Context: an optimization exercise on an open-source flow, tuned for small area. The choices shown serve that exercise and are no tape-out recipe. The RTL was checked by simulation tests, not by an equivalence proof against the original design. No activity file was given, so power comes from the tool's default toggle rates. No driver is modelled on the clock port, so clocking that relies on it looks cheaper here than on a real chip.

// assoc_metadata
module assoc_metadata #(
   parameter int NUM_SETS       = 16,
   parameter int SET_SIZE       = 4,
   parameter int NUM_WAYS       = 4,
   parameter int TAG_SIZE       = 28,
   parameter int READ_ONLY      = 0,
   parameter int PERF_CNT_WIDTH = 32,
   localparam int WAY_BITS      = $clog2(NUM_WAYS)
) (
   input  logic                clk,
   input  logic                reset,
   input  logic [SET_SIZE-1:0] set,
   input  logic [TAG_SIZE-1:0] tag,
   input  logic                lookup,
   input  logic                clear_selected_valid_bit,
   input  logic                finish_new_line_install,
   input  logic                set_selected_dirty_bit,
   input  logic                clear_selected_dirty_bit,
   input  logic                invalidate_all_req,
   output logic                valid_block_match,
   output logic [WAY_BITS-1:0] hit_way,
   output logic [WAY_BITS-1:0] victim_way,
   output logic [TAG_SIZE-1:0] victim_tag,
   output logic                victim_valid_dirty,
   output logic                invalidate_busy
);
Settings: LEC_CHECK=0, CAP_MARGIN=10, CORE_MARGIN=2, CORE_UTILIZATION=70, CTS_CLUSTER_DIAMETER=90, CTS_CLUSTER_SIZE=26, PLACE_DENSITY=0.75, SLEW_MARGIN=10, SYNTH_HIERARCHICAL=1, SYNTH_MINIMUM_KEEP_SIZE=0; clock period 12.0 ns.
standard.sh (not shown) runs the stock make flow with config.mk's settings and CLKGATE_MAP_FILE= SYNTH_SCRIPT=/design/flow/synth_recipe.tcl, a recipe that flattens the netlist after the stock synthesis.
==> flow/flow/run.sh <==
#!/bin/bash
# Own layout flow: the standard ORFS flow (standard.sh, unchanged synthesis) with
#  - a clock tree built without dummy balancing loads, clustered as config.mk's CTS settings say
#  - ports buffered with a small plain buffer instead of the default delay-cell buffer
# Every tool's output goes to the ORFS logs under orfs/logs; make's own output to flow_make.log.
set -euo pipefail
export CTS_ARGS="-sink_clustering_enable -repair_clock_nets -sink_clustering_size 26 -sink_clustering_max_diameter 90 -dont_use_dummy_load"
export BUFFER_PORTS_ARGS="-buffer_cell sky130_fd_sc_hd__buf_2"
bash standard.sh finish > flow_make.log 2>&1
Change:
==> flow/run.sh (new file) <==
#!/bin/bash
# synth_recipe.tcl (not shown) runs the flow's synth.tcl, then flattens the netlist and writes it again
# the make line also repeats each setting of config.mk as NAME=value (left out here)
make -C /OpenROAD-flow-scripts/flow DESIGN_CONFIG=/design/flow/config.mk WORK_HOME=/design/flow/orfs CLKGATE_MAP_FILE= SYNTH_SCRIPT=/design/flow/synth_recipe.tcl finish
removed: flow/flow/run.sh
removed: flow/standard.sh
Result:
- The changed run ran to the end with no violations
- synthesized area stays the same
- sequential share of layout area goes down by 0.69 points
- via count goes up by 0.65%
Change:
==> flow/flow/run.sh (new file) <==
#!/bin/bash
# Own layout flow: the standard ORFS flow (standard.sh, unchanged synthesis) with
#  - a clock tree built without dummy balancing loads, clustered as config.mk's CTS settings say
#  - ports buffered with a small plain buffer instead of the default delay-cell buffer
# Every tool's output goes to the ORFS logs under orfs/logs; make's own output to flow_make.log.
set -euo pipefail
export CTS_ARGS="-sink_clustering_enable -repair_clock_nets -sink_clustering_size 30 -sink_clustering_max_diameter 90 -dont_use_dummy_load"
export BUFFER_PORTS_ARGS="-buffer_cell sky130_fd_sc_hd__buf_2"
bash standard.sh finish > flow_make.log 2>&1
==> flow/standard.sh (new file) <==
#!/bin/bash
# synth_recipe.tcl (not shown) runs the flow's synth.tcl, then flattens the netlist and writes it again
# the make line also repeats each setting of config.mk as NAME=value (left out here)
make -C /OpenROAD-flow-scripts/flow DESIGN_CONFIG=/design/flow/config.mk WORK_HOME=/design/flow/orfs CLKGATE_MAP_FILE= SYNTH_SCRIPT=/design/flow/synth_recipe.tcl "${@:-finish}"
Settings changed: CTS_CLUSTER_SIZE 26 to 30.
removed: flow/run.sh
=> Global-route usage goes down by 1.0 points. Fmax goes up by roughly a tenth. Final cell count goes down slightly. Final area goes down slightly. Count of clock-buffer cells in the layout goes down by 43. Clock skew goes up by 0.017 ns. Critical path depth goes up by 2. Routed wire length goes down slightly.
Change:
==> flow/flow/run.sh (replaced) <==
#!/bin/bash
# Own layout flow: the standard ORFS flow (standard.sh, unchanged synthesis) with
#  - a clock tree built without dummy balancing loads, clustered as config.mk's CTS settings say
#  - ports buffered with a small plain buffer instead of the default delay-cell buffer
#  - power (area) recovery after global routing on paths with slack.
# Every tool's output goes to the ORFS logs under orfs/logs; make's own output to flow_make.log.
set -euo pipefail
export CTS_ARGS="-sink_clustering_enable -repair_clock_nets -sink_clustering_size 26 -sink_clustering_max_diameter 90 -dont_use_dummy_load"
export BUFFER_PORTS_ARGS="-buffer_cell sky130_fd_sc_hd__buf_2"
export RECOVER_POWER=100
bash standard.sh finish > flow_make.log 2>&1
Settings changed: CTS_CLUSTER_SIZE 30 to 26.
After rerunning: With this change the flow completed, yet does not pass: max-capacitance violations, max-slew violations. Final cell count is about the same. Setup slack is worse by 0.71 ns. Routed wire length is higher by 0.31%. Non-clock buffer count stays the same. Global-route usage climbs by 0.31 points. Die area stays the same. Total power came out higher by 1.5%. Clock-buffer cell count rose by 10. First-iteration DRC count goes down by 1.1%. Combinational power is about the same.

## separate check: timing with driven ports
The results above use ideal ports. As a check the final layouts listed here were re-extracted and re-timed, cells and wires unchanged.
Step 1, drivers: a clkbuf_16 drives clk and a buf_2 each remaining input, both assumed.
Step 2 times the ports against the registers' clock, not the clock port: input delays grow and output delays shrink by t, the midpoint of the rising clock arrivals with the driver on.
Slacks: ideal / step 1 / step 2; pairs: ideal / step 1.
| run | t, ns | setup slack, ns | worst hold slack (ns) | clock arrival spread, ns | slew at the worst register clock pin (ns) |
|---|---|---|---|---|---|
| the first run | 0.792 | 1.857 / 1.836 / 1.836 | 0.445 / 0.445 / 0.445 | 0.045 / 0.044 | 0.10 / 0.10 |
| the second run | 0.806 | 1.013 / 0.988 / 0.988 | 0.448 / 0.448 / 0.448 | 0.048 / 0.049 | 0.12 / 0.12 |
| the third run | 0.777 | 1.926 / 1.904 / 1.904 | 0.443 / 0.443 / 0.443 | 0.069 / 0.070 | 0.12 / 0.12 |
| the fourth run | 0.790 | 1.213 / 1.185 / 0.597 | 0.445 / 0.445 / 0.445 | 0.041 / 0.041 | 0.10 / 0.10 |
For the fourth run, which loses most, drivers alone change the setup slack by -0.028 ns; drivers and shift together by -0.616 ns.
